Source: an optimization exercise on an open RTL-to-GDS flow (aim: small area and a short achievable clock period). Production flows keep margins and buffers that such runs may drop.
At most, simulation tests tie the RTL to the original design; equivalence was not proved.
Power and IR drop assume default switching activity.

==> flow/design.v <==
module tile_map_scroller (
    input  logic        pixel_clk_in,
    input  logic        rst_in,
    input  logic [10:0] hcount_in,
    input  logic [9:0]  vcount_in,
    input  logic        new_frame_in,
    input  logic        pause_in,
    input  logic [4:0]  speed_in,
    input  logic        map_we_in,
    input  logic [8:0]  map_waddr_in,
    input  logic [5:0]  map_wdata_in,
    output logic [10:0] hcount_out,
    output logic [9:0]  vcount_out,
    output logic [5:0]  unique_image_index,
    output logic        in_sprite,
    output logic [11:0] offset_out,
    output logic        map_ready_out
);
    logic        ready_q;
    logic [8:0]  clr_q;
    logic [9:0]  scroll_q;
    logic [5:0]  map_q [512];
    logic [10:0] hcount_q;
    logic [9:0]  vcount_q;
    logic [5:0]  index_q;
    logic        in_sprite_q;
    always_ff @(posedge pixel_clk_in) begin
        if (rst_in) begin
            ready_q <= 1'b0;
            clr_q   <= '0;
        end else if (!ready_q) begin
            clr_q <= clr_q + 1'b1;
            if (&clr_q) ready_q <= 1'b1;
        end
    end
    logic       sweep;
    logic [7:0] grp_we;
    always_comb begin
        sweep   = !ready_q;
        for (int g = 0; g < 8; g++)
            grp_we[g] = map_we_in && (map_waddr_in[5:3] == 3'(g));
    end
    always_ff @(posedge pixel_clk_in) begin
        if (rst_in) begin
            scroll_q <= '0;
        end else if (ready_q && new_frame_in && !pause_in) begin
            scroll_q <= scroll_q + {{5{speed_in[4]}}, speed_in};
        end
    end
    logic [9:0] world_x;
    logic [7:0] hi_sel;
    logic [5:0] by_grp [8];
    logic [5:0] code;
    logic       br;
    logic       c4;
    always_comb begin
        world_x = hcount_in[9:0] + scroll_q;
        c4      = 5'(hcount_in[3:0]) + 5'(scroll_q[3:0]) > 5'd15;
        br = !rst_in && ready_q && (vcount_in[9:7] == 3'd0) && (hcount_in < 11'd1280);
        for (int i = 0; i < 8; i++) hi_sel[i] = br && (world_x[9:7] == 3'(i));
    end
    for (genvar g = 0; g < 8; g++) begin : g_grp
        logic [383:0] d;
        for (genvar r = 0; r < 8; r++) begin : g_r
            for (genvar l = 0; l < 8; l++) begin : g_l
                assign d[(l*8 + r)*6 +: 6] = map_q[r*64 + g*8 + l];
            end
        end
        logic [63:0] en;
        logic [5:0]  wr_data;
        tms_group u_grp (
            .row   (vcount_in[6:4]),
            .hcol  (hcount_in[6:4]),
            .scol  (scroll_q[6:4]),
            .c4    (c4),
            .d     (d),
            .q     (by_grp[g]),
            .sweep (sweep),
            .we    (grp_we[g]),
            .waddr ({map_waddr_in[8:6], map_waddr_in[2:0]}),
            .wdata (map_wdata_in),
            .en    (en),
            .wr_data (wr_data)
        );
        for (genvar r = 0; r < 8; r++) begin : g_wr
            for (genvar l = 0; l < 8; l++) begin : g_wl
                always_ff @(posedge pixel_clk_in) begin
                    if (en[r*8 + l]) map_q[r*64 + g*8 + l] <= wr_data;
                end
            end
        end
    end
    tms_sel8 u_hi (
        .sel (hi_sel),
        .d   ({by_grp[7], by_grp[6], by_grp[5], by_grp[4],
               by_grp[3], by_grp[2], by_grp[1], by_grp[0]}),
        .q   (code)
    );
    always_ff @(posedge pixel_clk_in) begin
        if (rst_in) begin
            hcount_q <= '0;
            vcount_q <= '0;
        end else begin
            hcount_q <= hcount_in;
            vcount_q <= vcount_in;
        end
    end
    always_ff @(posedge pixel_clk_in) begin
        index_q     <= {code[5] & ~code[4], code[4] & ~code[5], code[3:0]};
        in_sprite_q <= ~(code[5] & code[4]) & br;
    end
    assign hcount_out         = hcount_q;
    assign vcount_out         = vcount_q;
    assign unique_image_index = index_q;
    assign in_sprite          = in_sprite_q;
    assign offset_out         = {2'b00, scroll_q};
    assign map_ready_out      = ready_q;
endmodule
module tms_sel8 (
    input  logic [7:0]  sel,
    input  logic [47:0] d,
    output logic [5:0]  q
);
    always_comb begin
        q = '0;
        for (int i = 0; i < 8; i++) q = q | ({6{sel[i]}} & d[i*6 +: 6]);
    end
endmodule
module tms_group (
    input  logic [2:0]   row,
    input  logic [2:0]   hcol,
    input  logic [2:0]   scol,
    input  logic         c4,
    input  logic [383:0] d,
    output logic [5:0]   q,
    input  logic         sweep,
    input  logic         we,
    input  logic [5:0]   waddr,
    input  logic [5:0]   wdata,
    output logic [63:0]  en,
    output logic [5:0]   wr_data
);
    logic [2:0]  col;
    logic [7:0]  col_dec, col_sel;
    logic [47:0] by_col;
    always_comb begin
        col = hcol + scol;
        for (int i = 0; i < 8; i++) col_dec[i] = (col == 3'(i));
    end
    tms_rot1 u_rot (.s(c4), .a(col_dec), .y(col_sel));
    for (genvar p = 0; p < 4; p++) begin : g_pair
        tms_pair u_pair (.row(row), .row_n(~row), .d(d[p*96 +: 96]),
                         .q(by_col[p*12 +: 12]));
    end
    tms_sel8 u_col (.sel(col_sel), .d(by_col), .q(q));
    logic [7:0] w_row_n, w_col_n;
    always_comb begin
        wr_data = sweep ? 6'd48 : (wdata > 6'd36) ? 6'd48 : wdata;
        for (int i = 0; i < 8; i++) begin
            w_row_n[i] = !(sweep || (waddr[5:3] == 3'(i)));
            w_col_n[i] = !(sweep || (we && (waddr[2:0] == 3'(i))));
        end
    end
    for (genvar r = 0; r < 8; r++) begin : g_wr
        for (genvar l = 0; l < 8; l++) begin : g_wl
            tms_nor2 u_en (.a(w_row_n[r]), .b(w_col_n[l]), .y(en[r*8 + l]));
        end
    end
endmodule
module tms_nor2 (
    input  logic a,
    input  logic b,
    output logic y
);
    assign y = !(a || b);
endmodule
module tms_pair (
    input  logic [2:0]  row,
    input  logic [2:0]  row_n,
    input  logic [95:0] d,
    output logic [11:0] q
);
    logic [7:0] row_sel;
    for (genvar i = 0; i < 8; i++) begin : g_dec
        tms_and3 u_dec (.a(i & 1 ? row[0] : row_n[0]),
                        .b(i & 2 ? row[1] : row_n[1]),
                        .c(i & 4 ? row[2] : row_n[2]),
                        .y(row_sel[i]));
    end
    tms_sel8 u_row0 (.sel(row_sel), .d(d[47:0]),  .q(q[5:0]));
    tms_sel8 u_row1 (.sel(row_sel), .d(d[95:48]), .q(q[11:6]));
endmodule
module tms_and3 (
    input  logic a,
    input  logic b,
    input  logic c,
    output logic y
);
    assign y = a && b && c;
endmodule
module tms_rot1 (
    input  logic       s,
    input  logic [7:0] a,
    output logic [7:0] y
);
    assign y = s ? {a[6:0], a[7]} : a;
endmodule
export LEC_CHECK = 0
export CAP_MARGIN = 20
export CORE_MARGIN = 2
export CORE_UTILIZATION = 60
export CTS_CLUSTER_DIAMETER = 90
export CTS_CLUSTER_SIZE = 28
export SETUP_SLACK_MARGIN = 5
export SLEW_MARGIN = 20
export SYNTH_HIERARCHICAL = 1
export TNS_END_PERCENT = 0
create_clock -name core_clock -period 8.0 [get_ports {pixel_clk_in}]
run.sh (not shown) runs the stock make flow with config.mk's settings and CLKGATE_MAP_FILE= SYNTH_SCRIPT=/design/flow/synth_recipe.tcl, a recipe that flattens the netlist after the stock synthesis.
Then changed:
--- a/flow/design.v
+++ b/flow/design.v
@@ -17,4 +17,5 @@
     output logic        map_ready_out
 );
+    localparam logic [5:0] EMPTY = 6'd48;
     logic        ready_q;
     logic [8:0]  clr_q;
@@ -142,16 +143,19 @@
 );
     logic [2:0]  col;
-    logic [7:0]  col_dec, col_sel;
-    logic [47:0] by_col;
+    logic [7:0]  col_sel;
+    logic [47:0] by_col, by_col_next;
+    logic [5:0]  q0, q1;
     always_comb begin
         col = hcol + scol;
-        for (int i = 0; i < 8; i++) col_dec[i] = (col == 3'(i));
-    end
-    tms_rot1 u_rot (.s(c4), .a(col_dec), .y(col_sel));
+        for (int i = 0; i < 8; i++) col_sel[i] = (col == 3'(i));
+    end
     for (genvar p = 0; p < 4; p++) begin : g_pair
         tms_pair u_pair (.row(row), .row_n(~row), .d(d[p*96 +: 96]),
                          .q(by_col[p*12 +: 12]));
     end
-    tms_sel8 u_col (.sel(col_sel), .d(by_col), .q(q));
+    assign by_col_next = {by_col[5:0], by_col[47:6]};
+    tms_sel8 u_col0 (.sel(col_sel), .d(by_col), .q(q0));
+    tms_sel8 u_col1 (.sel(col_sel), .d(by_col_next), .q(q1));
+    assign q = c4 ? q1 : q0;
     logic [7:0] w_row_n, w_col_n;
     always_comb begin
@@ -199,9 +203,2 @@
     assign y = a && b && c;
 endmodule
-module tms_rot1 (
-    input  logic       s,
-    input  logic [7:0] a,
-    output logic [7:0] y
-);
-    assign y = s ? {a[6:0], a[7]} : a;
-endmodule
Total power rises by 0.87%.
Critical path depth is unchanged.
Die area went up by 1.1%.
Design area rose by 2.4%.
Maximum frequency is about the same.
Cell count is higher by 3.0%.
Setup slack is worse by 0.0043 ns.
Synthesized cell count went up by 3.3%.
Wire length went up by 4.7%.
Via count climbs by 5.2%.
First-iteration DRC count rises by 8.0%.
Register-to-register slack gets better by 0.08 ns.
Global-route usage rises by 0.97 points.
Clock power hardly moves.
Function not checked in the second run of this note: the RTL went through the layout flow alone.

========
== v9 ==
// tile_map_scroller: RTL as listed in full above, without the edits since
Settings: LEC_CHECK=0, CAP_MARGIN=20, CORE_MARGIN=2, CORE_UTILIZATION=70, CTS_CLUSTER_DIAMETER=90, CTS_CLUSTER_SIZE=28, SETUP_SLACK_MARGIN=5, SLEW_MARGIN=20, SYNTH_HIERARCHICAL=1, TNS_END_PERCENT=5; clock period 8.0 ns.
Edits applied to the flow inputs when going from v9 to v23:
-- flow/design.v --
<<< v9, line 150
    tms_rot1 u_rot (.s(c4), .a(col_dec), .y(col_sel));
    for (genvar p = 0; p < 4; p++) begin : g_pair
        tms_pair u_pair (.row(row), .row_n(~row), .d(d[p*96 +: 96]),
                         .q(by_col[p*12 +: 12]));
    end
    tms_sel8 u_col (.sel(col_sel), .d(by_col), .q(q));
>>> v23, line 150
    tms_rot1 u_rot (.s(c4), .a(col_dec), .y(col_sel));
    for (genvar p = 0; p < 4; p++) begin : g_pair
        tms_pair u_pair (.row(row), .d(d[p*96 +: 96]), .q(by_col[p*12 +: 12]));
    end
    tms_sel8 u_col (.sel(col_sel), .d(by_col), .q(q));
<<< v9, line 177
module tms_pair (
    input  logic [2:0]  row,
    input  logic [2:0]  row_n,
    input  logic [95:0] d,
    output logic [11:0] q
>>> v23, line 176
module tms_pair (
    input  logic [2:0]  row,
    input  logic [95:0] d,
    output logic [11:0] q
<<< v9, line 183
    logic [7:0] row_sel;
    for (genvar i = 0; i < 8; i++) begin : g_dec
        tms_and3 u_dec (.a(i & 1 ? row[0] : row_n[0]),
                        .b(i & 2 ? row[1] : row_n[1]),
                        .c(i & 4 ? row[2] : row_n[2]),
                        .y(row_sel[i]));
    end
    tms_sel8 u_row0 (.sel(row_sel), .d(d[47:0]),  .q(q[5:0]));
    tms_sel8 u_row1 (.sel(row_sel), .d(d[95:48]), .q(q[11:6]));
endmodule
module tms_and3 (
    input  logic a,
    input  logic b,
    input  logic c,
    output logic y
);
    assign y = a && b && c;
endmodule
module tms_rot1 (
>>> v23, line 181
    logic [7:0] row_sel;
    for (genvar i = 0; i < 8; i++) begin : g_dec
        tms_dec3 #(.V(3'(i))) u_dec (.a(row), .y(row_sel[i]));
    end
    tms_sel8 u_row0 (.sel(row_sel), .d(d[47:0]),  .q(q[5:0]));
    tms_sel8 u_row1 (.sel(row_sel), .d(d[95:48]), .q(q[11:6]));
endmodule
module tms_dec3 #(
    parameter logic [2:0] V = 3'd0
) (
    input  logic [2:0] a,
    output logic       y
);
    assign y = (a == V);
endmodule
module tms_rot1 (
--- outcome ---
v9 vs v23, capturing element of the worst setup path: index_q[4]$_DFF_P_ vs index_q[0]$_DFF_P_
For power density of the placed cells, v23 and v9 come out practically identical.
Routed wire length on met2 ends up higher on v23.
Routed via count delta (v23 − v9): favourable
Comparing v23 with v9, the clock skew came out essentially unchanged.
Clock power: v23 vs v9, no meaningful difference
v9 -> v23: CTS sink count delta 0, exact match
Against v9, v23 reports a area growth from synthesis to layout that is lower.
For number of non-clock buffers in the layout, dividing the value from v9 by the value from v23 gives 1.05.
In v23, the worst hold margin came out 0.0035 ns below the value in v9.

-- afterwards: timing with drivers on the ports --
In the flow no input, the clock included, has a driving cell. The finished layouts below were timed again as built, in two steps. Step 1 assumes that a clkbuf_16 drives the clock port and a buf_2 every other input. Step 2 times the ports against the registers' clock, not the clock port: input delays grow and output delays shrink by t, the midpoint of the rising clock arrivals with the driver on. a / b / c = ideal ports / drivers / drivers and shift; a / b = the first two.
run | t (ns) | slack for setup (ns) | worst setup path at the end
the first run of note 1 | 0.925 | 4.146 / 3.942 / 3.016 | input to register
the second run of note 1 | 0.909 | 4.141 / 3.887 / 2.978 | input to register
v9 | 0.918 | 4.215 / 4.015 / 3.097 | input to register
v23 | 0.906 | 4.274 / 3.985 / 3.079 | input to register
After both steps every run listed still meets setup and hold. For v23, which loses most, drivers alone change the setup slack by -0.289 ns; drivers and shift together by -1.195 ns.
